This is an optimization exercise on Yosys and OpenROAD, whose aim is small area and a short achievable clock period, not a production implementation.
At most, simulation tests tie the RTL to the original design; equivalence was not proved.
For runs 1, 2 and 5, only the layout was checked, not whether the RTL still works.
No driver is modelled on the clock port, so clocking that relies on it looks cheaper here than on a real chip.
Power figures rest on the tool's default switching activity, not on a simulated workload.

`flow/run.sh`:
```
#!/bin/bash
# synth_recipe.tcl (not shown) runs the flow's synth.tcl, then flattens the netlist and writes it again
# the make line also repeats each setting of config.mk as NAME=value (left out here)
make -C /OpenROAD-flow-scripts/flow DESIGN_CONFIG=/design/flow/config.mk WORK_HOME=/design/flow/orfs CLKGATE_MAP_FILE= SYNTH_SCRIPT=/design/flow/synth_recipe.tcl finish
```
`flow/config.mk`:
```
export PLATFORM = sky130hd
export DESIGN_NAME = spi_ram_ctrl
export DESIGN_NICKNAME = spi_ram_ctrl
export VERILOG_FILES = /design/flow/design.v
export SDC_FILE = /design/flow/constraint.sdc
export NUM_CORES = 4
export LEC_CHECK = 0
export ABC_CLOCK_PERIOD_IN_PS = 2200
export CAP_MARGIN = 20
export CORE_MARGIN = 2
export CORE_UTILIZATION = 50
export CTS_CLUSTER_DIAMETER = 80
export CTS_CLUSTER_SIZE = 30
export SETUP_SLACK_MARGIN = 2.0
export SLEW_MARGIN = 20
export TNS_END_PERCENT = 20
```
`flow/constraint.sdc`:
```
create_clock -name core_clock -period 4.4 [get_ports {clk}]
set_input_delay 0.8800 -clock core_clock [delete_from_list [all_inputs] [get_ports {clk}]]
set_output_delay 0.8800 -clock core_clock [all_outputs]
set_load 0.01 [all_outputs]
```
`flow/design.v`:
```
package spi_ram_pkg;
  localparam int MEM_DEPTH_DEF = 256;
  localparam int ADDR_SIZE_DEF = 8;
  typedef enum logic [1:0] {
    OP_WR_ADDR = 2'b00,
    OP_WR_DATA = 2'b01,
    OP_RD_ADDR = 2'b10,
    OP_RD_DATA = 2'b11
  } opcode_e;
  typedef enum logic [1:0] {
    ST_NONE  = 2'b00,
    ST_WR_OK = 2'b01,
    ST_RD_OK = 2'b10,
    ST_BOTH  = 2'b11
  } seq_state_e;
endpackage
module spi_ram_array (
  input  logic        clk,
  input  logic        we_i,
  input  logic [15:0] wsel_hi_i,
  input  logic [15:0] wsel_lo_i,
  input  logic [7:0]  wdata_i,
  input  logic [15:0] rsel_lo_i,
  output logic [127:0] grp_o
);
  logic [7:0]  mem_q [256];
  logic [15:0] we_hi;
  assign we_hi = wsel_hi_i & {16{we_i}};
  always_ff @(posedge clk) begin
    for (int r = 0; r < 256; r++) begin
      if (we_hi[r/16] && wsel_lo_i[r%16]) mem_q[r] <= wdata_i;
    end
  end
  always_comb begin
    for (int h = 0; h < 16; h++) begin
      grp_o[h*8 +: 8] = '0;
      for (int l = 0; l < 16; l++) grp_o[h*8 +: 8] = grp_o[h*8 +: 8] | (mem_q[h*16+l] & {8{rsel_lo_i[l]}});
    end
  end
endmodule
module spi_ram_ctrl (
  input  logic       clk,
  input  logic       rst_n,
  input  logic [9:0] din,
  input  logic       rx_valid,
  output logic [7:0] dout,
  output logic       tx_valid,
  output logic       cmd_err
);
  logic live_q, wr_ok_q, rd_ok_q, tx_valid_q, cmd_err_q;
  logic [15:0] wsel_hi, wsel_lo, rsel_hi_q, rsel_lo_q, rsel_lo_d;
  logic [15:0] din_hi_oh, din_lo_oh;
  logic [7:0] wr_addr_q;
  logic [127:0] grp_d, grp_q;
  logic [7:0] rd_grp, rd_byte, byp_q, dout_q;
  logic same_q, same_d, byp_hit_q;
  logic accept, ld_ra_any, ld_wa, ld_ra, wr_cmd, rd_cmd, do_wr, do_rd, bad_cmd;
  assign accept  = rx_valid && live_q;
  assign ld_wa   = accept && din[9:8] == spi_ram_pkg::OP_WR_ADDR;
  assign ld_ra   = accept && din[9:8] == spi_ram_pkg::OP_RD_ADDR;
  assign wr_cmd  = accept && din[9:8] == spi_ram_pkg::OP_WR_DATA;
  assign rd_cmd  = accept && din[9:8] == spi_ram_pkg::OP_RD_DATA;
  assign do_wr   = wr_cmd && wr_ok_q;
  assign do_rd   = rd_cmd && rd_ok_q;
  assign bad_cmd = (wr_cmd && !wr_ok_q) || (rd_cmd && !rd_ok_q);
  always_comb begin
    for (int i = 0; i < 16; i++) begin
      din_hi_oh[i] = din[7:4] == 4'(i);
      din_lo_oh[i] = din[3:0] == 4'(i);
      wsel_hi[i]   = wr_addr_q[7:4] == 4'(i);
      wsel_lo[i]   = wr_addr_q[3:0] == 4'(i);
    end
  end
  always_comb begin
    same_d = same_q;
    if (ld_wa) same_d = |(din_hi_oh & rsel_hi_q) && |(din_lo_oh & rsel_lo_q);
    if (ld_ra) same_d = din[7:0] == wr_addr_q;
  end
  assign ld_ra_any = rx_valid && din[9:8] == spi_ram_pkg::OP_RD_ADDR;
  assign rsel_lo_d = ld_ra_any ? din_lo_oh : rsel_lo_q;
  always_ff @(posedge clk) begin
    if (ld_wa) wr_addr_q <= din[7:0];
    byp_q <= din[7:0];
    grp_q <= grp_d;
  end
  always_ff @(posedge clk or negedge rst_n) begin
    if (!rst_n) begin
      live_q     <= 1'b0;
      wr_ok_q    <= 1'b0;
      rd_ok_q    <= 1'b0;
      tx_valid_q <= 1'b0;
      cmd_err_q  <= 1'b0;
      rsel_hi_q  <= '0;
      rsel_lo_q  <= '0;
      same_q     <= 1'b0;
      byp_hit_q  <= 1'b0;
      dout_q     <= 8'h00;
    end else begin
      live_q     <= 1'b1;
      wr_ok_q    <= wr_ok_q || ld_wa;
      rd_ok_q    <= rd_ok_q || ld_ra;
      tx_valid_q <= do_rd;
      cmd_err_q  <= bad_cmd;
      if (ld_ra) rsel_hi_q <= din_hi_oh;
      if (ld_ra) rsel_lo_q <= din_lo_oh;
      same_q     <= same_d;
      byp_hit_q  <= do_wr && same_q;
      if (do_rd) dout_q <= rd_byte;
    end
  end
  spi_ram_array u_array (
    .clk      (clk),
    .we_i     (do_wr),
    .wsel_hi_i(wsel_hi),
    .wsel_lo_i(wsel_lo),
    .wdata_i  (din[7:0]),
    .rsel_lo_i(rsel_lo_d),
    .grp_o    (grp_d)
  );
  always_comb begin
    rd_grp = '0;
    for (int h = 0; h < 16; h++) rd_grp = rd_grp | (grp_q[h*8 +: 8] & {8{rsel_hi_q[h]}});
  end
  assign rd_byte = byp_hit_q ? byp_q : rd_grp;
  assign dout     = dout_q;
  assign tx_valid = tx_valid_q;
  assign cmd_err  = cmd_err_q;
endmodule
```
==> summary.txt, run 1 <==
run status complete, no violations; Worst-Margin Slew 1.27 ns; drt first pass iters 6; number of global-route vias before repair 44200; CTS tree built; Arr. time, crit path 3.37 ns; max cap viols 0; final wirelength 273000 µm; worst slack at placement 0.0900 ns; Tmin final 2.71 ns; Bufs on Longest Clock Path 3; IO Pins 23; clock skew 0.0518 ns; DR vias 47500; CTS buffer count 97; Fin. Hold Viols 0; Worst-Skew Late Latency 0.78 ns; share of cells above drive strength 1 0.228; Vert. Die Dim 404 µm; hpwl dp 138000 µm; H-tree depth 3; crit path max fanout 69; worst path required time 5.06 ns; PortBufs 22; Tcrit/Tclk final 0.616; Seq cells post-synth 2239; Hold Path Class in2async; Pleak 29.6 nW; Worst Setup SP din[3]; Die ar. 163000 µm²; CP endpoint kind register; GRT overflow 0; Syn Inst Count 4258; Final Slew Violations 0; routability cong. 0.893; most common cell after layout, fill and taps aside edfxtp_1; worst r2r dst dout_q[0]; fraction of registers with async set/reset 0.0210; initial antenna violation count 9; RSZ-0062 raised after global routing true; Mapped Area 80100 µm²; row cnt 146; flop2flop setup slack 1.77 ns; Area Overhead vs Synth 16.5%; hold slack final 0.234 ns; Peak Freq 0.369 GHz; # fillers 11400; Avg Cell Area, Syn 18.8 µm²; Slew HR 0.155; gr usage total 0.330; Crit Path Class in2reg; Post-Syn Nets 4271; clk slew on worst S/H paths 0.11 ns; root buf cell clkbuf_16; Final #Nets 4640; Remaining DRCs 0; vias per inst 7.00; largest net degree at the start of global routing 177; Worst setup endpoint grp_q[86]; Post-synth top flop edfxtp_1; clk sinks 2239; R2R cell count 5; Worst VDD drop 0.266 mV; pwr/cell area 421 nW/µm²; Final setup violation count 0; DRT antenna net count 0; Setup TNS Final 0 ns; WL/cell 40.3 µm; final worst slack 1.69 ns; commonest non-fill, non-tap cells in the layout edfxtp_1 (2056), a22o_1 (542), buf_4 (391); Die W 404 µm; area of the multi-input gates 16300 µm²; core area 159000 µm²; worst r2r src rsel_hi_q[11]; Reg area 65600 µm²; first-pass GRT wire length 372000 µm; EDFF count, synth 2056; yosys warns 3; Design Area, Final 93300 µm²; Yosys cell types 48; Cell Area, Placed 85200 µm²; Initial DRC Count 8202; final core utilization 0.588; register area share after synthesis 0.819; Initial Util 0.505; CP startpoint kind primary input
==> how the worst min path moves through the flow <==
stage	from	endpoint	slack [ns]	cells past startpoint
after floorplan	wr_ok_q	wr_ok_q	0.43	1
after global placement	wr_ok_q	wr_ok_q	0.45	1
after detailed placement	wr_ok_q	wr_ok_q	0.45	1
after CTS	rst_n	dout_q[5]	0.24	2
after global routing	rst_n	rsel_lo_q[9]	0.30	2
final	rst_n	rsel_lo_q[11]	0.23	2
==> sequential cells by signal (all words and copies together), names as in the netlist <==
signal         count
byp_q              8
live_q             1
wr_addr_q          8
rd_ok_q            1
rsel_hi_q         16
dout_q             8
rsel_lo_q         16
tx_valid_q         1
u_array.mem_q   2048
byp_hit_q          1
same_q             1
wr_ok_q            1
cmd_err_q          1
grp_q            128
==> routing by layer <==
| metal | track usage | up-vias | wire [µm] |
|---|---|---|---|
| li1 | - | 18800 | - |
| met1 | 0.468 | 24700 | 103000 |
| met2 | 0.484 | 3508 | 120000 |
| met3 | 0.0916 | 525 | 36400 |
| met4 | 0.139 | 10 | 13400 |
| met5 | 0 | - | 66 |
==> worst max-delay path: stages <==
cell and delay [ns]:
buf_12 0.22, nor4bb_4 0.63, buf_4 0.30, mux2_4 0.59, a221oi_1 0.17, buf_4 0.20
nand4_1 0.12
==> cell families after synthesis <==
family	after synthesis	share of synthesized area
mux	44	0.00631
xor+xnor	8	0.000875
compound gates	1134	0.124
flops	2239	0.819
other cells	1	0.0000468
simple gates	524	0.0317
buf+inv	308	0.0180
==> cell usage after synthesis, drive strengths merged (2+ instances only) <==
| cell type | instances | area share |
|---|---|---|
| edfxtp | 2056 | 0.77 |
| a221oi | 545 | 0.060 |
| a22o | 544 | 0.059 |
| nor2 | 262 | 0.012 |
| buf | 151 | 0.011 |
| clkbuf | 151 | 0.0071 |
| nand4 | 140 | 0.011 |
| dfxtp | 136 | 0.034 |
| nand2 | 52 | 0.0024 |
| dfrtp | 47 | 0.015 |
| mux2 | 31 | 0.0047 |
| nand3 | 14 | 0.00087 |
| mux2i | 13 | 0.0016 |
| o21ai | 13 | 0.00081 |
| o31ai | 13 | 0.0012 |
| nand3b | 9 | 0.00084 |
| nand2b | 8 | 0.00062 |
| xnor2 | 8 | 0.00087 |
| nor2b | 7 | 0.00055 |
| inv | 6 | 0.00028 |
| nor4bb | 6 | 0.00075 |
| and4b | 4 | 0.00050 |
| nor3 | 4 | 0.00025 |
| nor3b | 4 | 0.00037 |
| nor4b | 4 | 0.00044 |
| o41ai | 4 | 0.00044 |
| a311oi | 3 | 0.00033 |
| a31oi | 3 | 0.00023 |
| and3 | 3 | 0.00023 |
| a21oi | 2 | 0.00012 |
| nand4b | 2 | 0.00022 |
| o311ai | 2 | 0.00022 |
==> report_power, final <==
| group | internal [mW] | switching [mW] | total (mW) |
|---|---|---|---|
| registers | 23.6 | 0.664 | 24.3 |
| logic | 1.23 | 2.23 | 3.46 |
| clock network | 4.71 | 6.86 | 11.6 |
| total | 29.5 | 9.76 | 39.3 |
==> what timing repair did <==
item                                    4_1_cts  5_1_grt
setup buffers                               112       24
endpoints found under the setup margin     2136     1975
hold buffers                                  0        0
pin swaps                                    42       10
cloned                                       61        4
resized for setup                           340       78
==> area by class of cell <==
class / instances / share of cell area
Antenna cell: 6 / 0.000161
Clock buffer: 127 / 0.0281
Clock inverter: 54 / 0.00687
Inverter: 6 / 0.000241
Multi-Input combinational cell: 1755 / 0.175
Sequential cell: 2239 / 0.704
Tap cell: 2072 / 0.0278
Timing Repair Buffer: 528 / 0.0587
==> stage by stage <==
| step | total power [mW] | instances |
|---|---|---|
| 2_1_floorplan | 25.5 | 4258 |
| 3_3_place_gp | 27.3 | 6399 |
| 3_5_place_dp | 27.3 | 6399 |
| 4_1_cts | 39.1 | 6753 |
| 5_1_grt | 40.0 | 6781 |
| 6_report | 39.3 | 6787 |
==> inputs of run 2 (changes only) <==
--- a/flow/design.v
+++ b/flow/design.v
@@ -49,7 +49,6 @@
 );
   logic live_q, wr_ok_q, rd_ok_q, tx_valid_q, cmd_err_q;
-  logic [15:0] wsel_hi, wsel_lo, rsel_hi_q, rsel_lo_q, rsel_lo_d;
+  logic [15:0] wsel_hi_q, wsel_lo_q, rsel_hi_q, rsel_lo_q, rsel_lo_d;
   logic [15:0] din_hi_oh, din_lo_oh;
-  logic [7:0] wr_addr_q;
   logic [127:0] grp_d, grp_q;
   logic [7:0] rd_grp, rd_byte, byp_q, dout_q;
@@ -68,6 +67,4 @@
       din_hi_oh[i] = din[7:4] == 4'(i);
       din_lo_oh[i] = din[3:0] == 4'(i);
-      wsel_hi[i]   = wr_addr_q[7:4] == 4'(i);
-      wsel_lo[i]   = wr_addr_q[3:0] == 4'(i);
     end
   end
@@ -75,10 +72,9 @@
     same_d = same_q;
     if (ld_wa) same_d = |(din_hi_oh & rsel_hi_q) && |(din_lo_oh & rsel_lo_q);
-    if (ld_ra) same_d = din[7:0] == wr_addr_q;
+    if (ld_ra) same_d = |(din_hi_oh & wsel_hi_q) && |(din_lo_oh & wsel_lo_q);
   end
   assign ld_ra_any = rx_valid && din[9:8] == spi_ram_pkg::OP_RD_ADDR;
   assign rsel_lo_d = ld_ra_any ? din_lo_oh : rsel_lo_q;
   always_ff @(posedge clk) begin
-    if (ld_wa) wr_addr_q <= din[7:0];
     byp_q <= din[7:0];
     grp_q <= grp_d;
@@ -91,4 +87,6 @@
       tx_valid_q <= 1'b0;
       cmd_err_q  <= 1'b0;
+      wsel_hi_q  <= '0;
+      wsel_lo_q  <= '0;
       rsel_hi_q  <= '0;
       rsel_lo_q  <= '0;
@@ -102,4 +100,8 @@
       tx_valid_q <= do_rd;
       cmd_err_q  <= bad_cmd;
+      if (ld_wa) begin
+        wsel_hi_q <= din_hi_oh;
+        wsel_lo_q <= din_lo_oh;
+      end
       if (ld_ra) rsel_hi_q <= din_hi_oh;
       if (ld_ra) rsel_lo_q <= din_lo_oh;
@@ -112,6 +114,6 @@
     .clk      (clk),
     .we_i     (do_wr),
-    .wsel_hi_i(wsel_hi),
-    .wsel_lo_i(wsel_lo),
+    .wsel_hi_i(wsel_hi_q),
+    .wsel_lo_i(wsel_lo_q),
     .wdata_i  (din[7:0]),
     .rsel_lo_i(rsel_lo_d),
--- a/flow/config.mk
+++ b/flow/config.mk
@@ -12,5 +12,5 @@
 export CTS_CLUSTER_DIAMETER = 80
 export CTS_CLUSTER_SIZE = 30
-export SETUP_SLACK_MARGIN = 2.0
+export SETUP_SLACK_MARGIN = 1.9
 export SLEW_MARGIN = 20
 export TNS_END_PERCENT = 20
==> run 2 against run 1 <==
  * Cell count fell by 1.4%
  * Via count shrank 3.2%
  * Still clean on timing, DRC and antenna
  * Combinational power shrank 21%
  * Sequential power rose by 2%
  * Clock-buffer cell count increased by 3
  * Highest routed layer unchanged
  * Utilization is 3.9 points lower
==> summary.txt, run 2 <==
Slew HR 0.241; Final setup violation count 0; Bufs on Longest Clock Path 3; WL/cell 36.6 µm; crit path cell chain a22o_1, a221oi_1, a31oi_1, a21oi_1, o21ai_0; CP endpoint kind register; R2R cell count 5; Peak Freq 0.374 GHz; Final Slew Violations 0; clk sinks 2263; Hold Path Class in2async; Seq cells post-synth 2263; clk slew on worst S/H paths 0.12 ns; Final #Nets 4423; cell family contributing the most delay on the critical path compound AO/OA/AOI/OAI gates; DRT antenna net count 0; final wirelength 245000 µm; gr usage total 0.289; IO Pins 23; run status complete, no violations; fraction of registers with async set/reset 0.0349; synth cell count leaders edfxtp_1 (2048), a221oi_1 (540), a22o_1 (537); top-count cell post-synth edfxtp_1; RSZ-0062 raised after global routing true; Tmin final 2.67 ns; Die W 408 µm; EDFF count, synth 2048; pwr/cell area 441 nW/µm²; Post-synth top flop edfxtp_1; number of global-route vias before repair 43200; cell taking the most area after synthesis edfxtp_1; final core utilization 0.549; crit path buf inv count 0; Crit Path Class reg2reg; first-pass GRT wire length 342000 µm; share of the synthesized area in the top cell type 0.753; Avg Cell Area, Syn 18.4 µm²; biggest registers after layout u_array.mem_q (2048), grp_q (128); initial antenna violation count 16; CP peak stage delay 0.69 ns; Worst setup endpoint dout_q[1]; hpwl dp 143000 µm; # hold bufs at CTS 0; clock skew 0.0420 ns; CTS tree built; GRT overflow 0; # fillers 12400; Fin. Hold Viols 0; DR vias 46000; Remaining DRCs 0; Mapped Area 81600 µm²; routability cong. 0.881; vias per inst 6.88; CTS buffer count 100; worst r2r dst dout_q[1]; Area Overhead vs Synth 9.24%; Worst-Skew Late Latency 0.80 ns; Initial Util 0.503; core area 162000 µm²; root buf cell clkbuf_16; Largest register FFs 2048; Post-Syn Nets 4438; Critical Path Stages 5; register area share after synthesis 0.811; worst r2r src rsel_hi_q[6]; CP startpoint kind register; Yosys cell types 43; max cap viols 0; Worst-Margin Slew 1.14 ns; Pleak 28.7 nW; Initial DRC Count 7241; Worst Setup SP rsel_hi_q[6]; largest net degree at the start of global routing 199; flop2flop setup slack 1.73 ns; Vert. Die Dim 408 µm; H-tree depth 3; Die ar. 166000 µm²; drt first pass iters 6; Arr. time, crit path 3.33 ns; most common cell after layout, fill and taps aside edfxtp_1; top post-synthesis cells by area edfxtp_1 (75%), a221oi_1 (5.8%), a22o_1 (5.8%), dfxtp_1 (3.3%), dfrtp_1 (2.4%); Tcrit/Tclk final 0.608; commonest non-fill, non-tap cells in the layout edfxtp_1 (2048), a22o_1 (537), a221oi_1 (504); Top reg by flops u_array.mem_q; worst path required time 5.05 ns; PortBufs 22; yosys warns 3; row cnt 148; Syn Inst Count 4425; share of cells above drive strength 1 0.0984; crit path max fanout 10; CP max-delay cell dfrtp_1; Setup TNS Final 0 ns; Worst VDD drop 0.407 mV
run 2: cell count changes after synthesis, moves of 12 or more:
| cell | before | now |
|---|---|---|
| and3_1 | 3 | 266 |
| nor2_1 | 262 | 11 |
| nand2_1 | 52 | 119 |
| o21ai_0 | 13 | 80 |
| dfrtp_1 | 47 | 79 |
| mux2_2 | 24 | 2 |
| a22oi_1 | 0 | 21 |
| o21ai_1 | 0 | 16 |
| buf_2 | 102 | 115 |
| o31ai_1 | 13 | 0 |
| a21oi_1 | 2 | 14 |
| buf_4 | 3 | 15 |
run 2: per-stage QoR:
stage,hold WS (ns),cells,setup WS (ns),power (mW),area [µm²]
finish,0.157,6694,1.73,39.3,89200
global route,0.194,6668,1.77,40.2,89100
CTS,0.137,6666,1.80,39.3,89100
detailed placement,0.459,6449,0.539,27.8,85000
global placement,0.458,6449,0.576,27.7,85000
floorplan,0.426,4425,2.00,25.7,81600
run 2: what timing repair did:
action / CTS / global route
setup endpoints to repair: 2160 / 140
resized for setup: 51 / 2
endpoints found under the hold margin: 0 / 0
gates cloned: 5 / 0
buffers inserted: 27 / 2
pin swaps: 10 / 1
run 2: final cells by class:
cell class,count,area (µm²),share of cell area
Multi-Input combinational cell,1823,14200,0.159
Antenna cell,26,65.1,0.000730
Tap cell,2175,2720,0.0305
Inverter,4,15.0,0.000168
Sequential cell,2263,66200,0.743
Clock inverter,55,722,0.00810
Clock buffer,130,2690,0.0301
Timing Repair Buffer,218,2560,0.0287
run 2: metal layers:
metal / wire [µm] / GRT usage / share of wire
met3: 25000 / 0.0550 / 0.10
met2: 113000 / 0.445 / 0.46
met5: 50 / 0 / 0.00020
met1: 98800 / 0.417 / 0.40
met4: 8230 / 0.0954 / 0.034
run 2: where the power goes:
| part | switching (mW) | internal, mW | total, mW |
|---|---|---|---|
| sequential | 0.907 | 23.8 | 24.7 |
| clock | 7.02 | 4.87 | 11.9 |
| combinational | 1.77 | 0.955 | 2.73 |
run 2: cell families (layout without fill, tap and decap cells):
family                 Yosys count  in the layout  synth area share
AOI/OAI and AO/OA             1236           1237             0.127
buffers and inverters          340            407            0.0208
DFF                           2263           2263             0.811
muxes                            7              7          0.000889
other                            1             27         0.0000459
and+or+nand+nor                578            578            0.0404
run 2: worst min path at each step:
stage                     startpoint       endpoint  slack (ns)  cells past startpoint
2_1_floorplan                wr_ok_q        wr_ok_q        0.43                      1
5_1_grt                        rst_n  rsel_lo_q[10]        0.19                      1
3_5_place_dp                 wr_ok_q        wr_ok_q        0.46                      1
3_3_place_gp   u_array.mem_q[183][5]      grp_q[93]        0.46                      2
4_1_cts                        rst_n  wsel_lo_q[10]        0.14                      1
6_report                       rst_n  rsel_lo_q[10]        0.16                      1
run 2: worst register-to-register path, cell delays in order, from the launching register on:
cell,delay (ns)
dfrtp_1,0.69
a22o_1,0.43
a221oi_1,0.58
a31oi_1,0.21
a21oi_1,0.49
o21ai_0,0.14
==> inputs of run 3 (changes only) <==
--- a/flow/design.v
+++ b/flow/design.v
@@ -52,6 +52,6 @@
   logic [15:0] din_hi_oh, din_lo_oh;
   logic [127:0] grp_d, grp_q;
-  logic [7:0] rd_grp, rd_byte, byp_q, dout_q;
-  logic same_q, same_d, byp_hit_q;
+  logic [7:0] rd_grp, rd_byte, pdat_q, pdat2_q, dout_q;
+  logic pend_q, same_q, same_d, pend_same, hit1_q, hit2_q;
   logic accept, ld_ra_any, ld_wa, ld_ra, wr_cmd, rd_cmd, do_wr, do_rd, bad_cmd;
   assign accept  = rx_valid && live_q;
@@ -70,13 +70,22 @@
   end
   always_comb begin
-    same_d = same_q;
+    pend_same = same_q;
+    if (ld_ra) pend_same = |(din_hi_oh & wsel_hi_q) && |(din_lo_oh & wsel_lo_q);
+    same_d = pend_same;
     if (ld_wa) same_d = |(din_hi_oh & rsel_hi_q) && |(din_lo_oh & rsel_lo_q);
-    if (ld_ra) same_d = |(din_hi_oh & wsel_hi_q) && |(din_lo_oh & wsel_lo_q);
   end
   assign ld_ra_any = rx_valid && din[9:8] == spi_ram_pkg::OP_RD_ADDR;
   assign rsel_lo_d = ld_ra_any ? din_lo_oh : rsel_lo_q;
   always_ff @(posedge clk) begin
-    byp_q <= din[7:0];
-    grp_q <= grp_d;
+    if (ld_wa) begin
+      wsel_hi_q <= din_hi_oh;
+      wsel_lo_q <= din_lo_oh;
+    end
+    pend_q  <= do_wr;
+    pdat_q  <= din[7:0];
+    pdat2_q <= pdat_q;
+    hit1_q  <= do_wr && same_q;
+    hit2_q  <= pend_q && pend_same;
+    grp_q   <= grp_d;
   end
   always_ff @(posedge clk or negedge rst_n) begin
@@ -87,10 +96,7 @@
       tx_valid_q <= 1'b0;
       cmd_err_q  <= 1'b0;
-      wsel_hi_q  <= '0;
-      wsel_lo_q  <= '0;
       rsel_hi_q  <= '0;
       rsel_lo_q  <= '0;
       same_q     <= 1'b0;
-      byp_hit_q  <= 1'b0;
       dout_q     <= 8'h00;
     end else begin
@@ -100,12 +106,9 @@
       tx_valid_q <= do_rd;
       cmd_err_q  <= bad_cmd;
-      if (ld_wa) begin
-        wsel_hi_q <= din_hi_oh;
-        wsel_lo_q <= din_lo_oh;
+      if (ld_ra) begin
+        rsel_hi_q <= din_hi_oh;
+        rsel_lo_q <= din_lo_oh;
       end
-      if (ld_ra) rsel_hi_q <= din_hi_oh;
-      if (ld_ra) rsel_lo_q <= din_lo_oh;
       same_q     <= same_d;
-      byp_hit_q  <= do_wr && same_q;
       if (do_rd) dout_q <= rd_byte;
     end
@@ -113,8 +116,8 @@
   spi_ram_array u_array (
     .clk      (clk),
-    .we_i     (do_wr),
+    .we_i     (pend_q),
     .wsel_hi_i(wsel_hi_q),
     .wsel_lo_i(wsel_lo_q),
-    .wdata_i  (din[7:0]),
+    .wdata_i  (pdat_q),
     .rsel_lo_i(rsel_lo_d),
     .grp_o    (grp_d)
@@ -124,5 +127,5 @@
     for (int h = 0; h < 16; h++) rd_grp = rd_grp | (grp_q[h*8 +: 8] & {8{rsel_hi_q[h]}});
   end
-  assign rd_byte = byp_hit_q ? byp_q : rd_grp;
+  assign rd_byte = hit1_q ? pdat_q : hit2_q ? pdat2_q : rd_grp;
   assign dout     = dout_q;
   assign tx_valid = tx_valid_q;
==> run 3 against run 2 <==
  * Die area is 0.48% higher
  * Critical path depth down 3
  * Clock skew increased by 0.0095 ns
  * Via count decreased by 0.70%
  * Area after synthesis rose by 0.48%
  * Cell area up 0.49%
  * Setup slack improved by 0.052 ns
  * Sequential power hardly changed
  * Synthesized cell count decreased by 1.3%
  * Utilization grew 0.14 points
  * Critical path type unchanged
  * Largest cell class unchanged
==> summary.txt, run 3 <==
synth cell count leaders edfxtp_1 (2080), a221oi_1 (549), a22o_1 (544); Synth Area in Simple Gates 0.0383; cell family contributing the most delay on the critical path flip-flops; Post-Syn Nets 4382; Pleak 29.1 nW; crit path buf inv count 1; CP endpoint kind register; R2R cell count 2; GRT overflow 0; Initial DRC Count 7151; clock skew 0.0516 ns; final worst slack 1.78 ns; Area Overhead vs Synth 9.24%; Slew HR 0.150; Final setup violation count 0; Worst-Skew Late Latency 0.78 ns; most common cell after layout, fill and taps aside edfxtp_1; commonest non-fill, non-tap cells in the layout edfxtp_1 (2080), a22o_1 (544), a221oi_1 (502); top-count cell post-synth edfxtp_1; Die ar. 167000 µm²; root buf cell clkbuf_16; Vert. Die Dim 409 µm; worst r2r src wsel_lo_q[3]; worst r2r dst u_array.mem_q[51][2]; gr usage total 0.288; worst path required time 4.79 ns; Top reg by flops u_array.mem_q; Final Slew Violations 0; Crit Path Class reg2reg; Worst-Margin Slew 1.27 ns; number of global-route vias before repair 42800; Avg Cell Area, Syn 18.8 µm²; share of cells above drive strength 1 0.110; yosys warns 3; Arr. time, crit path 3.02 ns; Largest register FFs 2048; cell taking the most area after synthesis edfxtp_1; crit path cell chain buf_4, and3_1; area fraction in compound gates after synthesis 0.123; core area 163000 µm²; WL/cell 36.8 µm; Fin. Hold Viols 0; post-synthesis mux area share 0.00468; CP max-delay cell edfxtp_1; EDFF count, synth 2080; hpwl dp 149000 µm; Remaining DRCs 0; Critical Path Stages 2; clk sinks 2273; DRT antenna net count 0; row cnt 148; final wirelength 246000 µm; Final Power 38.8 mW; top post-synthesis cells by area edfxtp_1 (76%), a221oi_1 (5.9%), a22o_1 (5.8%), dfxtp_1 (3.6%), and3_1 (2.0%); initial antenna violation count 33; Die W 409 µm; share of the synthesized area in the top cell type 0.762; biggest registers after layout u_array.mem_q (2048), grp_q (128); Initial Util 0.504; Tcrit/Tclk final 0.596; IO Pins 23; Tmin final 2.62 ns; Mapped Area 82000 µm²; drt first pass iters 6; fraction of registers with async set/reset 0.0202; Synth Area in Adders 0; max cap viols 0; Worst VDD drop 0.310 mV; DR vias 45700; Peak Freq 0.381 GHz; vias per inst 6.84; flop2flop setup slack 1.78 ns; RSZ-0062 raised after global routing true; PortBufs 22; Syn Inst Count 4369; crit path max fanout 11; routability cong. 0.917; worst slack at placement 0.478 ns; CTS tree built; CTS buffer count 97; run status complete, no violations; register area share after synthesis 0.811; hold slack final 0.212 ns; largest net degree at the start of global routing 137; Bufs on Longest Clock Path 3; CP peak stage delay 1.21 ns; Seq cells post-synth 2273; Hold Path Class in2async; Post-synth top flop edfxtp_1; pwr/cell area 433 nW/µm²; CP startpoint kind register; Yosys cell types 49; Post-Synth XOR/XNOR Area 0; clk slew on worst S/H paths 0.12 ns; Final #Nets 4414; largest family of logic cells by synthesized area compound AO/OA/AOI/OAI gates; first-pass GRT wire length 341000 µm; Setup TNS Final 0 ns; H-tree depth 3
==> run 3: cell count changes after synthesis, sizes merged, moves of 18 or more <==
| cell | change |
|---|---|
| edfxtp | +32 |
| o21ai | -60 |
| a22oi | -21 |
| buf | +22 |
| inv | +18 |
| dfrtp | -33 |
| clkbuf | -29 |
| nand2 | -51 |
==> run 3: area by class of cell <==
class | count | area (µm²)
Inverter | 23 | 90.1
Antenna cell | 21 | 52.6
Multi-Input combinational cell | 1746 | 14100
Clock inverter | 48 | 520
Fill cell | 12300 | 73200
Timing Repair Buffer | 260 | 2830
Sequential cell | 2273 | 66600
Clock buffer | 133 | 2660
Tap cell | 2175 | 2720
==> run 3: worst max path at each step <==
| stage | start | endpoint | slack (ns) |
|---|---|---|---|
| 2_1_floorplan | pdat_q[6] | u_array.mem_q[0][6] | 0.13 |
| 3_3_place_gp | din[9] | grp_q[88] | 0.48 |
| 3_5_place_dp | din[9] | grp_q[73] | 0.48 |
| 4_1_cts | dout_q[3] | dout[3] | 1.78 |
| 5_1_grt | wsel_lo_q[5] | hit2_q | 1.78 |
| 6_report | wsel_lo_q[3] | u_array.mem_q[51][2] | 1.78 |
==> run 3: repair_timing <==
action / in CTS / in global routing
setup endpoints to repair: 153 / 100
hold buffers: 0 / 0
resized for setup: 75 / 24
gates cloned: 4 / 0
hold endpoints to repair: 0 / 0
setup buffers: 20 / 3
pin swaps: 10 / 0
==> run 3: per-stage QoR <==
| step | instances | cell area [µm²] | util |
|---|---|---|---|
| after floorplan | 4369 | 82000 | - |
| after global placement | 6449 | 85700 | 0.526 |
| after detailed placement | 6449 | 85700 | 0.526 |
| after CTS | 6654 | 89500 | 0.550 |
| after global routing | 6660 | 89600 | 0.550 |
| final | 6679 | 89600 | 0.550 |
==> run 3: power breakdown <==
part	switching, mW	total (mW)	internal, mW
Combinational	1.67	2.63	0.966
Clock	6.84	11.5	4.61
Sequential	0.760	24.7	23.9
Total	9.27	38.8	29.5
==> run 3: cells by family after synthesis <==
family	Yosys count
DFF	2273
buffers and inverters	352
AOI/OAI and AO/OA	1170
and+or+nand+nor	538
other	1
muxes	35
==> run 3: metal layers <==
| metal | part of all wire | GRT usage | routed length [µm] | vias up |
|---|---|---|---|---|
| met1 | 0.40 | 0.425 | 98600 | 24000 |
| met2 | 0.46 | 0.438 | 113000 | 2787 |
| met3 | 0.11 | 0.0520 | 26300 | 338 |
| li1 | - | - | - | 18600 |
| met4 | 0.032 | 0.0919 | 7960 | 8 |
| met5 | 0.00021 | 0 | 52 | - |
==> inputs of run 4 (changes only) <==
==> flow/flow/run.sh (new file) <==
#!/bin/bash
# Standard layout (the standard.sh, standard synthesis included), with two changes:
# - ports are buffered with buf_4 instead of the resizer's default pick (clkdlybuf4s50_1,
#   a delay cell), so input and output paths do not start or end on a slow buffer;
# - timing repair may swap a cell for one of another footprint (MATCH_CELL_FOOTPRINT=0).
set -euo pipefail
bash standard.sh "BUFFER_PORTS_ARGS=-buffer_cell sky130_fd_sc_hd__buf_4" MATCH_CELL_FOOTPRINT=0 finish > standard_flow.log 2>&1
==> flow/standard.sh (new file) <==
#!/bin/bash
# synth_recipe.tcl (not shown) runs the flow's synth.tcl, then flattens the netlist and writes it again
# the make line also repeats each setting of config.mk as NAME=value (left out here)
make -C /OpenROAD-flow-scripts/flow DESIGN_CONFIG=/design/flow/config.mk WORK_HOME=/design/flow/orfs CLKGATE_MAP_FILE= SYNTH_SCRIPT=/design/flow/synth_recipe.tcl "${@:-finish}"
removed: flow/run.sh
==> run 4 against run 3 <==
  * Still clean on timing, DRC and antenna
  * Clock skew increased by 0.0044 ns
  * First-iteration DRC count increased by 2.2%
  * Clock-buffer cell count decreased by 11
  * Non-clock buffer count decreased by 55
  * Maximum frequency decreased by 1.3%
  * Cell area decreased by 0.47%
  * Wire length decreased by 0.81%
  * Sequential share of layout area increased by 0.35 points
  * Power increased by 1.9%
  * Global-route usage decreased by 0.24 points
  * Setup slack got worse by 0.035 ns
  * Utilization decreased by 0.26 points
  * Critical endpoint is now dout_q[3]
  * Largest cell class unchanged
==> summary.txt, run 4 <==
Post-Syn Nets 4382; first-pass GRT wire length 339000 µm; Peak Freq 0.376 GHz; Synth Area in Simple Gates 0.0383; Initial DRC Count 7305; crit path max fanout 10; CP max-delay cell a221oi_1; Mapped Area 82000 µm²; RSZ-0062 raised after global routing true; CP startpoint kind register; Pleak 28.8 nW; area fraction in compound gates after synthesis 0.123; Top Metal Used met5; hpwl dp 143000 µm; run status complete, no violations; CTS tree built; Vert. Die Dim 409 µm; number of global-route vias before repair 42600; register area share after synthesis 0.811; Bufs on Longest Clock Path 3; share of cells above drive strength 1 0.102; worst path required time 5.07 ns; biggest registers after layout u_array.mem_q (2048), grp_q (128); final worst slack 1.74 ns; Crit Path Class reg2reg; largest net degree at the start of global routing 169; Seq cells post-synth 2273; flop2flop setup slack 1.74 ns; met2 wire len 110000 µm; GRT overflow 0; cell taking the most area after synthesis edfxtp_1; DR vias 45700; top-count cell post-synth edfxtp_1; pwr/cell area 443 nW/µm²; clock skew 0.0560 ns; DRT antenna net count 0; Top reg by flops u_array.mem_q; initial antenna violation count 22; Yosys cell types 49; row cnt 148; synth cell count leaders edfxtp_1 (2080), a221oi_1 (549), a22o_1 (544); Initial Util 0.504; EDFF count, synth 2080; clk sinks 2273; Final Slew Violations 0; Remaining DRCs 0; IO Pins 23; Worst-Margin Slew 1.22 ns; clk slew on worst S/H paths 0.11 ns; Die W 409 µm; Worst-Skew Late Latency 0.80 ns; top post-synthesis cells by area edfxtp_1 (76%), a221oi_1 (5.9%), a22o_1 (5.8%), dfxtp_1 (3.6%), and3_1 (2.0%); share of the synthesized area in the top cell type 0.762; H-tree depth 3; PortBufs 22; Tmin final 2.66 ns; CP peak stage delay 0.70 ns; Synth Area in Adders 0; CTS buffer count 105; Cell Area, Placed 85000 µm²; WL/cell 36.7 µm; post-synthesis mux area share 0.00468; Slew HR 0.184; Area Overhead vs Synth 8.74%; Worst VDD drop 0.349 mV; Setup TNS Final 0 ns; Arr. time, crit path 3.33 ns; hold slack final 0.108 ns; Avg Cell Area, Syn 18.8 µm²; Post-Synth XOR/XNOR Area 0; final wirelength 244000 µm; Final setup violation count 0; Tcrit/Tclk final 0.604; Die ar. 167000 µm²; met1 WL 98700 µm; largest family of logic cells by synthesized area compound AO/OA/AOI/OAI gates; most common cell after layout, fill and taps aside edfxtp_1; worst slack at placement 0.636 ns; root buf cell clkbuf_16; Largest register FFs 2048; core area 163000 µm²; Syn Inst Count 4369; Post-synth top flop edfxtp_1; Design Area, Final 89200 µm²; wire length on met3 26400 µm; drt first pass iters 6; max cap viols 0; vias per inst 6.89; CP endpoint kind register; gr usage total 0.286; Final #Nets 4366; yosys warns 3; routability cong. 0.999; Fin. Hold Viols 0; crit path cell chain a22o_1, a221oi_1, nand4_1, mux2i_1, o211ai_1, o21a_1; Hold Path Class in2async; worst r2r dst dout_q[3]; commonest non-fill, non-tap cells in the layout edfxtp_1 (2080), a22o_1 (544), a221oi_1 (534); worst r2r src rsel_hi_q[10]; final core utilization 0.548; fraction of registers with async set/reset 0.0202; R2R cell count 6
-- run 4: cell counts after synthesis --
Identical to the previous run, type by type.
-- run 4: where the power goes --
part / total [mW] / internal (mW) / switching, mW
combinational: 2.50 / 0.882 / 1.62
clock: 12.3 / 5.09 / 7.25
sequential: 24.7 / 23.9 / 0.757
total: 39.5 / 29.9 / 9.63
-- run 4: critical path, delay by kind of cell (launching register included) --
family,cells,cell delay (ns)
multiplexers,1,0.24
flip-flops,1,0.64
AO/OA/AOI/OAI,4,1.38
AND/OR/NAND/NOR,1,0.28
-- run 4: worst max path at each step --
stage / slack, ns / to / cells after the start / start
floorplan: 0.13 / u_array.mem_q[0][6] / 0 / pdat_q[6]
detailed placement: 0.64 / grp_q[3] / 10 / din[8]
global placement: 0.68 / grp_q[124] / 7 / din[8]
global route: 1.82 / grp_q[14] / 9 / din[3]
CTS: 1.72 / grp_q[3] / 10 / din[8]
finish: 1.74 / dout_q[3] / 6 / rsel_hi_q[10]
-- run 4: area by class of cell --
class                           instances  area [µm²]
Fill cell                           12400       73600
Tap cell                             2175        2720
Inverter                               23        90.1
Clock buffer                          122        2710
Timing Repair Buffer                  205        2160
Multi-Input combinational cell       1745       13900
Clock inverter                         76         981
Antenna cell                           20        50.0
Sequential cell                      2273       66600
-- run 4: cell families (layout without fill, tap and decap cells) --
logic type | after synthesis | in the layout
compound gates | 1170 | 1170
buf+inv | 352 | 426
flops | 2273 | 2273
mux | 35 | 35
other cells | 1 | 21
simple gates | 538 | 539
-- run 4: through the flow --
| stage | instances | power, mW |
|---|---|---|
| final | 6639 | 39.5 |
| after global routing | 6623 | 40.4 |
| after CTS | 6592 | 39.5 |
| after detailed placement | 6382 | 27.5 |
| after global placement | 6380 | 27.5 |
| after floorplan | 4369 | 26.0 |
-- run 4: per-layer routing --
metal  vias to the layer above  track usage
met2                      2843        0.426
li1                      18500            -
met4                        22       0.0989
met1                     24000        0.421
met3                       374       0.0591
met5                         -            0
-- run 4: repair_timing --
action	4_1_cts	5_1_grt
pin swaps	2	8
hold buffers	0	0
gates resized for setup	4	22
setup endpoints to repair	169	180
buffers inserted	11	24
cloned	1	0
==> inputs of run 5 (changes only) <==
--- a/flow/design.v
+++ b/flow/design.v
@@ -17,5 +17,4 @@
 module spi_ram_array (
   input  logic        clk,
-  input  logic        we_i,
   input  logic [15:0] wsel_hi_i,
   input  logic [15:0] wsel_lo_i,
@@ -25,9 +24,7 @@
 );
   logic [7:0]  mem_q [256];
-  logic [15:0] we_hi;
-  assign we_hi = wsel_hi_i & {16{we_i}};
   always_ff @(posedge clk) begin
     for (int r = 0; r < 256; r++) begin
-      if (we_hi[r/16] && wsel_lo_i[r%16]) mem_q[r] <= wdata_i;
+      if (wsel_hi_i[r/16] && wsel_lo_i[r%16]) mem_q[r] <= wdata_i;
     end
   end
@@ -50,5 +47,5 @@
   logic live_q, wr_ok_q, rd_ok_q, tx_valid_q, cmd_err_q;
   logic [15:0] wsel_hi_q, wsel_lo_q, rsel_hi_q, rsel_lo_q, rsel_lo_d;
-  logic [15:0] din_hi_oh, din_lo_oh;
+  logic [15:0] din_hi_oh, din_lo_oh, pw_hi_q, pw_lo_q;
   logic [127:0] grp_d, grp_q;
   logic [7:0] rd_grp, rd_byte, pdat_q, pdat2_q, dout_q;
@@ -83,4 +80,6 @@
     end
     pend_q  <= do_wr;
+    pw_hi_q <= wsel_hi_q & {16{do_wr}};
+    pw_lo_q <= wsel_lo_q & {16{do_wr}};
     pdat_q  <= din[7:0];
     pdat2_q <= pdat_q;
@@ -116,7 +115,6 @@
   spi_ram_array u_array (
     .clk      (clk),
-    .we_i     (pend_q),
-    .wsel_hi_i(wsel_hi_q),
-    .wsel_lo_i(wsel_lo_q),
+    .wsel_hi_i(pw_hi_q),
+    .wsel_lo_i(pw_lo_q),
     .wdata_i  (pdat_q),
     .rsel_lo_i(rsel_lo_d),
==> run 5 against run 4 <==
  * Register-to-register slack worse by 0.03 ns
  * Critical path depth stayed put
  * Largest power group unchanged
  * Utilization hardly changed
  * Largest cell class unchanged
  * Still clean
  * Highest routed layer unchanged
  * Cell count is 0.57% higher
  * Area after synthesis is 0.46% higher
==> summary.txt, run 5 <==
Arr. time, crit path 3.36 ns; final core utilization 0.548; clock group share of total power 0.302; Post-Syn Nets 4425; most common cell after layout, fill and taps aside edfxtp_1; synth cell count leaders edfxtp_1 (2080), a221oi_1 (515), a22o_1 (512); routability cong. 0.866; run status complete, no violations; Net Switching 9.45 mW; Worst-Margin Slew 1.22 ns; fraction of registers with async set/reset 0.0200; Largest register FFs 2048; drt first pass iters 8; clk sinks 2305; share of cells above drive strength 1 0.0888; Final Slew Violations 0; number of global-route vias before repair 42400; CTS buffer count 101; first-pass GRT wire length 336000 µm; clk slew on worst S/H paths 0.11 ns; Design Area, Final 89300 µm²; CP endpoint kind register; gr usage total 0.283; top post-synthesis cells by area edfxtp_1 (76%), a221oi_1 (5.5%), a22o_1 (5.4%), dfxtp_1 (4.3%), and2_1 (2.2%); IO Pins 23; CP startpoint kind register; Mapped Area 82400 µm²; pwr/cell area 440 nW/µm²; Avg Cell Area, Syn 18.7 µm²; Worst VDD drop 0.394 mV; Die ar. 168000 µm²; commonest non-fill, non-tap cells in the layout edfxtp_1 (2080), a22o_1 (512), a221oi_1 (509); Top reg by flops u_array.mem_q; H-tree depth 3; Area Overhead vs Synth 8.41%; CTS tree built; Yosys cell types 48; cell taking the most area after synthesis edfxtp_1; # fillers 12500; P_int 29.9 mW; Slew HR 0.186; PortBufs 22; yosys warns 3; DRT antenna net count 0; Final setup violation count 0; Initial DRC Count 6918; Tcrit/Tclk final 0.611; Pleak 27.9 nW; Tmin final 2.69 ns; row cnt 148; Syn Inst Count 4412; crit path max fanout 10; Bufs on Longest Clock Path 3; Peak Freq 0.372 GHz; DR vias 45100; final worst slack 1.71 ns; root buf cell clkbuf_16; WL/cell 36.0 µm; GRT overflow 0; hpwl dp 138000 µm; Vert. Die Dim 410 µm; Worst-Skew Late Latency 0.78 ns; share of the synthesized area in the top cell type 0.758; worst slack at placement 0.615 ns; Crit Path Class reg2reg; Reg power frac 0.636; RSZ-0062 raised after global routing true; vias per inst 6.76; biggest registers after layout u_array.mem_q (2048), grp_q (128); Post-synth top flop edfxtp_1; Remaining DRCs 0; EDFF count, synth 2080; top-count cell post-synth edfxtp_1; initial antenna violation count 19; Die W 410 µm; register area share after synthesis 0.816; Cell Area, Placed 85500 µm²; final wirelength 240000 µm; Setup TNS Final 0 ns; Seq cells post-synth 2305; Final Power 39.3 mW; max cap viols 0; Comb power frac 0.062; largest net degree at the start of global routing 113; Final #Nets 4387; switching share of power 0.240; Hold Path Class in2async; core area 163000 µm²; worst path required time 5.07 ns; Fin. Hold Viols 0; Initial Util 0.505; clock skew 0.0419 ns
==> run 5: changes by cell type after synthesis, sizes merged, moves of 14 or more <==
cell and delta:
and2 +289, and3 -254, a22oi +50, a221oi -34, a22o -32, dfxtp +32
buf -16, a21oi +14, clkbuf -14
==> run 5: final timing paths <==
kind / from / endpoint / slack, ns / cells after the start
min: rst_n / rsel_lo_q[13] / 0.14 / 1
min reg2reg: pend_q / hit2_q / 0.43 / 2
max reg2reg: rsel_hi_q[6] / dout_q[4] / 1.71 / 6
min in group core_clock: din[4] / pdat_q[4] / 0.30 / 1
max in group asynchronous: rst_n / rsel_hi_q[1] / 3.69 / 1
max: rsel_hi_q[6] / dout_q[4] / 1.71 / 6
==> run 5: kinds of logic after synthesis <==
group,Yosys count,synth area share
AO/OA/AOI/OAI,1164,0.120
flip-flops,2305,0.816
multiplexers,32,0.00431
other,1,0.0000455
buffers and inverters,323,0.0179
AND/OR/NAND/NOR,587,0.0419
==> run 5: repair_timing <==
action,CTS,global route
resized for setup,7,18
buffers inserted,9,7
gates cloned,2,0
hold buffers,0,0
endpoints found under the setup margin,117,112
pin swaps,4,6
==> run 5: power groups by stage <==
stage | Combinational, mW | Sequential, mW | Clock, mW
3_3_place_gp | 2.33 | 25.5 | 0
4_1_cts | 2.38 | 25.0 | 11.9
6_report | 2.44 | 25.0 | 11.9
5_1_grt | 2.57 | 25.0 | 12.7
2_1_floorplan | 1.26 | 25.0 | 0
3_5_place_dp | 2.36 | 25.5 | 0
==> run 5: per-stage QoR <==
step           cells  hold WS (ns)
3_3_place_gp    6427         0.399
6_report        6677         0.142
2_1_floorplan   4412         0.394
4_1_cts         6626         0.131
5_1_grt         6637         0.184
3_5_place_dp    6428         0.407
==> run 5: cell type report <==
cell class / instances / area [µm²] / share of cell area
Clock buffer: 134 / 2720 / 0.0304
Tap cell: 2175 / 2720 / 0.0305
Timing Repair Buffer: 156 / 1760 / 0.0197
Inverter: 24 / 90.1 / 0.00101
Clock inverter: 53 / 677 / 0.00758
Antenna cell: 44 / 110 / 0.00123
Sequential cell: 2305 / 67300 / 0.753
Multi-Input combinational cell: 1786 / 14000 / 0.157
==> run 5: critical path: stages, from the launching register on <==
cell and delay (ns):
dfrtp_2 0.54, a222oi_1 0.88, nand3_1 0.28, a2111oi_2 0.35, nor3_1 0.11, a21oi_2 0.29, a21oi_1 0.12
==> run 5: layer usage <==
layer / track usage / wire [µm]
met5: 0 / 55
met4: 0.0869 / 6720
met3: 0.0529 / 24900
met2: 0.433 / 111000
met1: 0.415 / 97300
==> inputs of run 6 (changes only) <==
--- a/flow/design.v
+++ b/flow/design.v
@@ -17,4 +17,5 @@
 module spi_ram_array (
   input  logic        clk,
+  input  logic        we_i,
   input  logic [15:0] wsel_hi_i,
   input  logic [15:0] wsel_lo_i,
@@ -24,7 +25,9 @@
 );
   logic [7:0]  mem_q [256];
+  logic [15:0] we_hi;
+  assign we_hi = wsel_hi_i & {16{we_i}};
   always_ff @(posedge clk) begin
     for (int r = 0; r < 256; r++) begin
-      if (wsel_hi_i[r/16] && wsel_lo_i[r%16]) mem_q[r] <= wdata_i;
+      if (we_hi[r/16] && wsel_lo_i[r%16]) mem_q[r] <= wdata_i;
     end
   end
@@ -47,5 +50,5 @@
   logic live_q, wr_ok_q, rd_ok_q, tx_valid_q, cmd_err_q;
   logic [15:0] wsel_hi_q, wsel_lo_q, rsel_hi_q, rsel_lo_q, rsel_lo_d;
-  logic [15:0] din_hi_oh, din_lo_oh, pw_hi_q, pw_lo_q;
+  logic [15:0] din_hi_oh, din_lo_oh;
   logic [127:0] grp_d, grp_q;
   logic [7:0] rd_grp, rd_byte, pdat_q, pdat2_q, dout_q;
@@ -80,6 +83,4 @@
     end
     pend_q  <= do_wr;
-    pw_hi_q <= wsel_hi_q & {16{do_wr}};
-    pw_lo_q <= wsel_lo_q & {16{do_wr}};
     pdat_q  <= din[7:0];
     pdat2_q <= pdat_q;
@@ -115,6 +116,7 @@
   spi_ram_array u_array (
     .clk      (clk),
-    .wsel_hi_i(pw_hi_q),
-    .wsel_lo_i(pw_lo_q),
+    .we_i     (pend_q),
+    .wsel_hi_i(wsel_hi_q),
+    .wsel_lo_i(wsel_lo_q),
     .wdata_i  (pdat_q),
     .rsel_lo_i(rsel_lo_d),
==> flow/flow/run.sh (replaced) <==
#!/bin/bash
# Standard layout (the standard.sh, standard synthesis included), with three changes:
# - ports are buffered with buf_4 instead of the resizer's default pick (clkdlybuf4s50_1,
#   a delay cell), so input and output paths do not start or end on a slow buffer;
# - timing repair may swap a cell for one of another footprint (MATCH_CELL_FOOTPRINT=0);
# - after CTS, flow/post_cts.tcl runs one more setup repair with a larger margin.
set -euo pipefail
bash standard.sh "BUFFER_PORTS_ARGS=-buffer_cell sky130_fd_sc_hd__buf_4" MATCH_CELL_FOOTPRINT=0 \
  "POST_CTS_TCL=$PWD/flow/post_cts.tcl" finish > standard_flow.log 2>&1
==> flow/flow/post_cts.tcl (new file) <==
# Extra setup repair after CTS: aim past the flow's own margin, over every violating endpoint,
# then legalise the placement again.
set_dont_use $::env(DONT_USE_CELLS)
estimate_parasitics -placement
repair_timing -setup -setup_margin 2.3 -repair_tns 100 -verbose
detailed_placement
check_placement -verbose
--- a/flow/config.mk
+++ b/flow/config.mk
@@ -9,5 +9,5 @@
 export CAP_MARGIN = 20
 export CORE_MARGIN = 2
-export CORE_UTILIZATION = 50
+export CORE_UTILIZATION = 62
 export CTS_CLUSTER_DIAMETER = 80
 export CTS_CLUSTER_SIZE = 30
==> run 6 against run 5 <==
  * Register-to-register slack better by 0.47 ns
  * Non-clock buffer count is 71 higher
  * Global-route usage up 7.5 points
  * Still clean on timing, DRC and antenna
  * Cell area shrank 0.12%
  * Cell count down 6.5%
  * Clock skew up 0.0022 ns
  * Largest power group unchanged
  * Critical endpoint is now grp_q[45]
  * Maximum frequency rose by 9.3%
  * Via count up 2.3%
  * Synthesized cell count decreased by 0.97%
  * Setup slack improved by 0.23 ns
  * Die area fell by 20%
  * Largest cell class unchanged
==> summary.txt, run 6 <==
commonest non-fill, non-tap cells in the layout edfxtp_1 (2080), a22o_1 (544), a221oi_1 (468); Post-Syn Nets 4382; # fillers 8676; pwr/cell area 434 nW/µm²; Peak Freq 0.407 GHz; hpwl dp 143000 µm; number of global-route vias before repair 42500; IO Pins 23; Final setup violation count 0; Worst-Skew Late Latency 0.77 ns; top-count cell post-synth edfxtp_1; Worst-Margin Slew 0.970 ns; core area 131000 µm²; worst slack at placement 1.01 ns; Final #Nets 4379; gr usage total 0.358; final worst slack 1.94 ns; most common cell after layout, fill and taps aside edfxtp_1; clk slew on worst S/H paths 0.11 ns; yosys warns 3; Worst Setup SP din[2]; CP startpoint kind primary input; RSZ-0062 raised after global routing false; Slew HR 0.353; top post-synthesis cells by area edfxtp_1 (76%), a221oi_1 (5.9%), a22o_1 (5.8%), dfxtp_1 (3.6%), and3_1 (2.0%); crit path max fanout 64; register area share after synthesis 0.811; Avg Cell Area, Syn 18.8 µm²; Tmin final 2.46 ns; initial antenna violation count 18; crit path buf inv count 2; final wirelength 243000 µm; DRT antenna net count 0; cell family contributing the most delay on the critical path compound AO/OA/AOI/OAI gates; Mapped Area 82000 µm²; clock skew 0.0441 ns; crit path cell chain buf_6, and2b_1, nand3_1, o21ai_4, buf_16, a22o_1, a221oi_1, nand4_1; area of the multi-input gates 14400 µm²; Setup TNS Final 0 ns; Seq cells post-synth 2273; Reg area 66600 µm²; row cnt 133; worst r2r src wsel_lo_q[10]; EDFF count, synth 2080; Hold Path Class in2async; biggest registers after layout u_array.mem_q (2048), grp_q (128); Arr. time, crit path 3.07 ns; Syn Inst Count 4369; Fin. Hold Viols 0; Yosys cell types 49; GRT overflow 0; CTS tree built; fraction of registers with async set/reset 0.0202; Die W 368 µm; Final Slew Violations 0; hold slack final 0.160 ns; CP peak stage delay 0.52 ns; Pleak 28.9 nW; synth cell count leaders edfxtp_1 (2080), a221oi_1 (549), a22o_1 (544); Largest register FFs 2048; cell taking the most area after synthesis edfxtp_1; share of cells above drive strength 1 0.126; PortBufs 22; Top reg by flops u_array.mem_q; Initial DRC Count 8008; Initial Util 0.624; Remaining DRCs 0; largest net degree at the start of global routing 133; drt first pass iters 5; max cap viols 0; Area Overhead vs Synth 8.77%; routability cong. 0.957; share of the synthesized area in the top cell type 0.762; CP endpoint kind register; first-pass GRT wire length 338000 µm; Final Power 38.7 mW; vias per inst 7.40; Vert. Die Dim 368 µm; CP max-delay cell a221oi_1; Crit Path Class in2reg; Tcrit/Tclk final 0.559; clk sinks 2273; DR vias 46200; Post-synth top flop edfxtp_1; worst path required time 5.01 ns; Worst VDD drop 0.482 mV; Die ar. 135000 µm²; run status complete, no violations; WL/cell 38.9 µm
## run 6: cell count changes after synthesis, moves of 9 or more
cell | previous run | this run
and2_1 | 290 | 2
and3_1 | 2 | 256
a22oi_1 | 50 | 0
buf_6 | 9 | 51
buf_2 | 146 | 107
a221oi_1 | 515 | 549
a22o_1 | 512 | 544
dfxtp_1 | 179 | 147
a21oi_1 | 19 | 5
clkbuf_1 | 114 | 128
buf_1 | 26 | 35
nand2_1 | 59 | 68
nor3_1 | 18 | 9
o211ai_1 | 0 | 9
## run 6: final timing paths
kind                                        endpoint  slack (ns)  depth (start not counted)
worst min register to register             grp_q[99]        0.47                          2
worst max register to register  u_array.mem_q[74][5]        2.18                          2
min in group core_clock                    pdat_q[0]        0.31                          1
worst min-delay path                   rsel_lo_q[10]        0.16                          1
worst max-delay path                       grp_q[45]        1.94                          8
max in group asynchronous                  dout_q[4]        3.66                          1
## run 6: stage by stage
stage	area, µm²	util	instances
detailed placement	84400	0.642	5964
global route	89100	0.678	6209
global placement	84400	0.642	5962
floorplan	82000	-	4369
finish	89200	0.679	6243
## run 6: where the power goes
part	total (mW)	switching (mW)	internal [mW]	leakage, nW
Sequential	24.8	0.818	23.9	20.6
Clock	11.4	6.81	4.57	1.51
Combinational	2.59	1.64	0.954	6.75
Total	38.7	9.26	29.5	28.9
## run 6: cells by family after synthesis
kind of cell	synth area share
AOI/OAI and AO/OA	0.123
buffers and inverters	0.0228
DFF	0.811
muxes	0.00468
other	0.0000457
and+or+nand+nor	0.0383
## run 6: final cells by class
class                      count  share of cell area
sequential                  2273               0.747
multi-input combinational   1745               0.161
timing repair buffer         227              0.0295
clock buffer                 135              0.0292
tap                         1755              0.0246
clock inverter                45             0.00652
antenna                       40             0.00112
inverter                      23             0.00105
## run 6: routing by layer
layer	vias to the layer above	track usage	wire length, µm
met5	-	0	55
met4	8	0.109	7450
met3	383	0.0634	27200
met2	3074	0.535	111000
met1	24100	0.546	96500
li1	18600	-	-
==> inputs of run 7 (changes only) <==
--- a/flow/config.mk
+++ b/flow/config.mk
@@ -9,5 +9,5 @@
 export CAP_MARGIN = 20
 export CORE_MARGIN = 2
-export CORE_UTILIZATION = 62
+export CORE_UTILIZATION = 50
 export CTS_CLUSTER_DIAMETER = 80
 export CTS_CLUSTER_SIZE = 30
==> run 7 against run 6 <==
  * Sequential cell count unchanged
  * First-iteration DRC count is 2.6% higher
  * Worst hold slack worse by 0.042 ns
  * Setup slack gained 0.11 ns
  * Critical path type is now reg2reg
  * Sequential share of layout area is 2.0 points lower
  * Maximum frequency is 4.5% higher
  * Largest power group unchanged
  * Synthesized cell count unchanged
  * Combinational power up 12%
  * Utilization shrank 12 points
  * Wire length increased by 6.4%
  * Sequential power is essentially flat
  * Die area increased by 24%
==> summary.txt, run 7 <==
run status complete, no violations; clk sinks 2273; Worst-Skew Late Latency 0.80 ns; max cap viols 0; R2R cell count 6; number of global-route vias before repair 43600; pwr/cell area 437 nW/µm²; Crit Path Class reg2reg; Area Overhead vs Synth 11.7%; CP peak stage delay 0.58 ns; crit path max fanout 6; Slew HR 0.258; WL/cell 38.5 µm; Final #Nets 4444; cell taking the most area after synthesis edfxtp_1; Hold Path Class in2async; # fillers 12200; synth cell count leaders edfxtp_1 (2080), a221oi_1 (549), a22o_1 (544); Top reg by flops u_array.mem_q; register area share after synthesis 0.811; IO Pins 23; worst path required time 5.08 ns; core area 163000 µm²; DR vias 47000; initial antenna violation count 21; commonest non-fill, non-tap cells in the layout edfxtp_1 (2080), a22o_1 (541), a221oi_1 (392); Setup TNS Final 0 ns; Initial DRC Count 8215; top post-synthesis cells by area edfxtp_1 (76%), a221oi_1 (5.9%), a22o_1 (5.8%), dfxtp_1 (3.6%), and3_1 (2.0%); Fin. Hold Viols 0; final wirelength 258000 µm; Vert. Die Dim 409 µm; GRT overflow 0; routability cong. 0.999; flop2flop setup slack 2.05 ns; worst r2r src rsel_hi_q[0]; Die ar. 167000 µm²; gr usage total 0.304; EDFF count, synth 2080; Inst Count DP 6382; Final Slew Violations 0; Cell Area, Placed 85000 µm²; most common cell after layout, fill and taps aside edfxtp_1; Syn Inst Count 4369; Seq cells post-synth 2273; fin cells 6709; row cnt 148; clock skew 0.0545 ns; Worst VDD drop 0.348 mV; Avg Cell Area, Syn 18.8 µm²; met1 usage 0.445; drt first pass iters 6; Worst-Margin Slew 1.11 ns; PortBufs 22; Post-synth top flop edfxtp_1; busiest layer in global routing met2; Remaining DRCs 0; Tmin final 2.35 ns; top-count cell post-synth edfxtp_1; clk slew on worst S/H paths 0.12 ns; GR Layer Usage met2 0.449; vias per inst 7.01; share of cells above drive strength 1 0.165; Mapped Area 82000 µm²; CP startpoint kind register; Post-Syn Nets 4382; biggest registers after layout u_array.mem_q (2048), grp_q (128); RSZ-0062 raised after global routing false; CTS tree built; yosys warns 3; Die W 409 µm; share of the synthesized area in the top cell type 0.762; Peak Freq 0.425 GHz; DRT antenna net count 0; Largest register FFs 2048; Final setup violation count 0; met3 usage in global routing 0.0709; worst r2r dst dout_q[0]; Yosys cell types 49; fraction of registers with async set/reset 0.0202; Tcrit/Tclk final 0.535; hpwl dp 143000 µm; Initial Util 0.504; largest net degree at the start of global routing 146; CP max-delay cell dfrtp_4; CP endpoint kind register; Design Area, Final 91600 µm²; first-pass GRT wire length 357000 µm; Pleak 29.7 nW; Arr. time, crit path 3.03 ns; crit path cell chain a22o_1, a221oi_2, nand4_1, mux2i_2, o211ai_1, o21a_1
-- run 7: cell types whose count changed in the layout (fill, tap and decap cells not counted), moves of 8 or more --
cell	delta
a221oi_1	-76
buf_8	+8
buf_4	+16
clkbuf_16	+17
inv_8	+8
a221oi_2	+64
and3_2	+15
diode_2	-28
clkbuf_1	-20
buf_6	+18
a221oi_4	+12
and3_1	-16
-- run 7: how the worst max path moves through the flow --
| stage | start | to | slack [ns] |
|---|---|---|---|
| floorplan | pdat_q[6] | u_array.mem_q[0][6] | 0.13 |
| global placement | din[8] | grp_q[124] | 0.68 |
| detailed placement | din[8] | grp_q[3] | 0.64 |
| global route | dout_q[4] | dout[4] | 2.07 |
| finish | rsel_hi_q[0] | dout_q[0] | 2.05 |
-- run 7: kinds of logic after synthesis --
group                  share of synthesized area
flip-flops                                 0.811
AO/OA/AOI/OAI                              0.123
AND/OR/NAND/NOR                           0.0383
buffers and inverters                     0.0228
multiplexers                             0.00468
other                                  0.0000457
-- run 7: stage by stage --
step,power (mW),util,worst slack [ns],hold slack (ns)
3_3_place_gp,27.5,0.522,0.682,0.448
6_report,40.0,0.563,2.05,0.119
5_1_grt,40.8,0.563,2.07,0.163
2_1_floorplan,26.0,-,0.134,0.426
3_5_place_dp,27.5,0.522,0.636,0.455
-- run 7: metal layers --
layer	routed length (µm)	part of all wire
met5	121	0.00047
met4	10100	0.039
met3	31000	0.12
met2	115000	0.44
met1	102000	0.40
-- run 7: layout make-up --
class                   count  area (µm²)  area share
well taps                2175        2720      0.0297
clock buffers             122        2710      0.0296
flip-flops and latches   2273       66600       0.727
diodes                     12        30.0    0.000328
inverters                  23        93.8     0.00102
multi-input cells        1745       15100       0.164
repair buffers            283        3430      0.0375
clock inverters            76         981      0.0107
-- run 7: power by group --
part	switching (mW)	internal, mW	leakage, nW	total (mW)
combinational	1.80	1.09	7.36	2.89
clock	7.28	5.09	1.76	12.4
sequential	0.801	23.9	20.6	24.7
-- run 7: critical path: cells and delay by family (launching register included) --
family	cells	cell delay, ns
mux	1	0.32
simple gates	1	0.24
compound gates	4	1.11
flops	1	0.58
==> inputs of run 8 (changes only) <==
--- a/flow/config.mk
+++ b/flow/config.mk
@@ -12,5 +12,5 @@
 export CTS_CLUSTER_DIAMETER = 80
 export CTS_CLUSTER_SIZE = 30
-export SETUP_SLACK_MARGIN = 1.9
+export SETUP_SLACK_MARGIN = 2.3
 export SLEW_MARGIN = 20
 export TNS_END_PERCENT = 20
==> run 8 against run 7 <==
  * First-iteration DRC count down 15%
  * Combinational power up 1%
  * Clock-buffer cell count up 6
  * Worst hold slack better by 0.0073 ns
  * Sequential power about the same
  * Wire length up 1.3%
  * Non-clock buffer count up 55
  * Utilization up 0.45 points
  * Cell count up 1.0%
==> summary.txt, run 8 <==
run status complete, no violations; Remaining DRCs 0; Arr. time, crit path 1.40 ns; Top reg by flops u_array.mem_q; initial antenna violation count 24; Area Overhead vs Synth 12.6%; Tcrit/Tclk final 0.519; vias per inst 6.95; largest net degree at the start of global routing 122; Peak Freq 0.438 GHz; cell taking the most area after synthesis edfxtp_1; cell family contributing the most delay on the critical path flip-flops; worst path required time 3.52 ns; DRT antenna net count 0; Inst Count DP 6392; Initial DRC Count 6971; Die ar. 167000 µm²; EDFF count, synth 2080; worst r2r src pend_q; Worst-Margin Slew 1.14 ns; synth cell count leaders edfxtp_1 (2080), a221oi_1 (549), a22o_1 (544); biggest registers after layout u_array.mem_q (2048), grp_q (128); Vert. Die Dim 409 µm; hpwl dp 145000 µm; Syn Inst Count 4369; Mapped Area 82000 µm²; flop2flop setup slack 2.25 ns; CP endpoint kind primary output; clk sinks 2273; Final #Nets 4496; yosys warns 3; Worst-Skew Late Latency 0.80 ns; first-pass GRT wire length 349000 µm; Net Switching 9.85 mW; top post-synthesis cells by area edfxtp_1 (76%), a221oi_1 (5.9%), a22o_1 (5.8%), dfxtp_1 (3.6%), and3_1 (2.0%); Comb power frac 0.074; final wirelength 261000 µm; gr usage total 0.296; switching share of power 0.247; RSZ-0062 raised after global routing true; CTS tree built; fin cells 6779; Largest register FFs 2048; drt first pass iters 6; Final setup violation count 0; Die W 409 µm; Worst Setup SP dout_q[5]; Seq cells post-synth 2273; core area 163000 µm²; DR vias 47100; WL/cell 38.6 µm; clk slew on worst S/H paths 0.11 ns; PortBufs 22; CP peak stage delay 0.48 ns; most common cell after layout, fill and taps aside edfxtp_1; CP startpoint kind register; crit path max fanout 2; crit path cell chain buf_6; crit path buf inv count 1; Fin. Hold Viols 0; Crit Path Class reg2out; Initial Util 0.504; commonest non-fill, non-tap cells in the layout edfxtp_1 (2080), a22o_1 (543), a221oi_1 (381); row cnt 148; IO Pins 23; P_int 30.0 mW; GRT overflow 0; Yosys cell types 49; Setup TNS Final 0 ns; routability cong. 0.901; clock skew 0.0529 ns; Avg Cell Area, Syn 18.8 µm²; clock group share of total power 0.305; max cap viols 0; pwr/cell area 431 nW/µm²; Post-synth top flop edfxtp_1; Tmin final 2.28 ns; share of cells above drive strength 1 0.187; Post-Syn Nets 4382; Hold Path Class in2async; top-count cell post-synth edfxtp_1; number of global-route vias before repair 42900; Worst VDD drop 0.350 mV; Reg power frac 0.622; hold slack final 0.126 ns; Final Slew Violations 0; Pleak 30.0 nW; share of the synthesized area in the top cell type 0.762; fraction of registers with async set/reset 0.0202; register area share after synthesis 0.811; CP max-delay cell dfrtp_2; Slew HR 0.243
-- run 8: cell counts after synthesis --
No cell type changed its count.
-- run 8: final cells by class --
cell class / instances / area, µm²
Tap cell: 2175 / 2720
Clock inverter: 66 / 802
Timing Repair Buffer: 338 / 4220
Multi-Input combinational cell: 1744 / 15100
Sequential cell: 2273 / 66600
Inverter: 23 / 90.1
Clock buffer: 128 / 2730
Fill cell: 12200 / 70400
Antenna cell: 32 / 80.1
-- run 8: per-stage QoR --
stage / worst slack, ns / power [mW] / area, µm² / utilization
3_3_place_gp: 0.958 / 27.6 / 85100 / 0.523
3_5_place_dp: 0.941 / 27.6 / 85200 / 0.523
5_1_grt: 2.09 / 40.6 / 92300 / 0.567
2_1_floorplan: 1.90 / 26.0 / 82000 / -
6_report: 2.12 / 39.8 / 92400 / 0.567
-- run 8: cell families after synthesis --
logic type	count (synthesis)	share of synthesized area
other cells	1	0.0000457
compound gates	1170	0.123
buf+inv	352	0.0228
mux	35	0.00468
flops	2273	0.811
simple gates	538	0.0383
-- run 8: power groups by stage --
| stage | Sequential [mW] | Clock, mW | Combinational [mW] |
|---|---|---|---|
| 2_1_floorplan | 24.7 | 0 | 1.30 |
| 3_5_place_dp | 25.2 | 0 | 2.40 |
| 5_1_grt | 24.7 | 12.8 | 3.04 |
| 3_3_place_gp | 25.2 | 0 | 2.36 |
| 6_report | 24.7 | 12.1 | 2.93 |
-- run 8: worst paths after layout --
path | end | depth (start not counted)
worst max-delay path | dout[5] | 1
worst min-delay path | rsel_lo_q[9] | 1
worst max register to register | u_array.mem_q[151][4] | 2
worst min register to register | wr_ok_q | 1
max in group asynchronous | dout_q[5] | 1
min in group core_clock | pdat_q[0] | 1
-- run 8: metal layers --
metal | routed length [µm] | global-route usage | up-vias
met4 | 9150 | 0.0907 | 12
li1 | - | - | 18800
met3 | 30200 | 0.0577 | 395
met5 | 85 | 0 | -
met2 | 119000 | 0.450 | 3113
met1 | 103000 | 0.435 | 24800

Setup slack of run 8, layout unchanged: 2.117 ns with ideal ports, 2.027 ns with driving cells assumed (clock clkbuf_16, inputs buf_2), 1.380 ns with port delays also shifted by the 0.871 ns mid clock arrival.
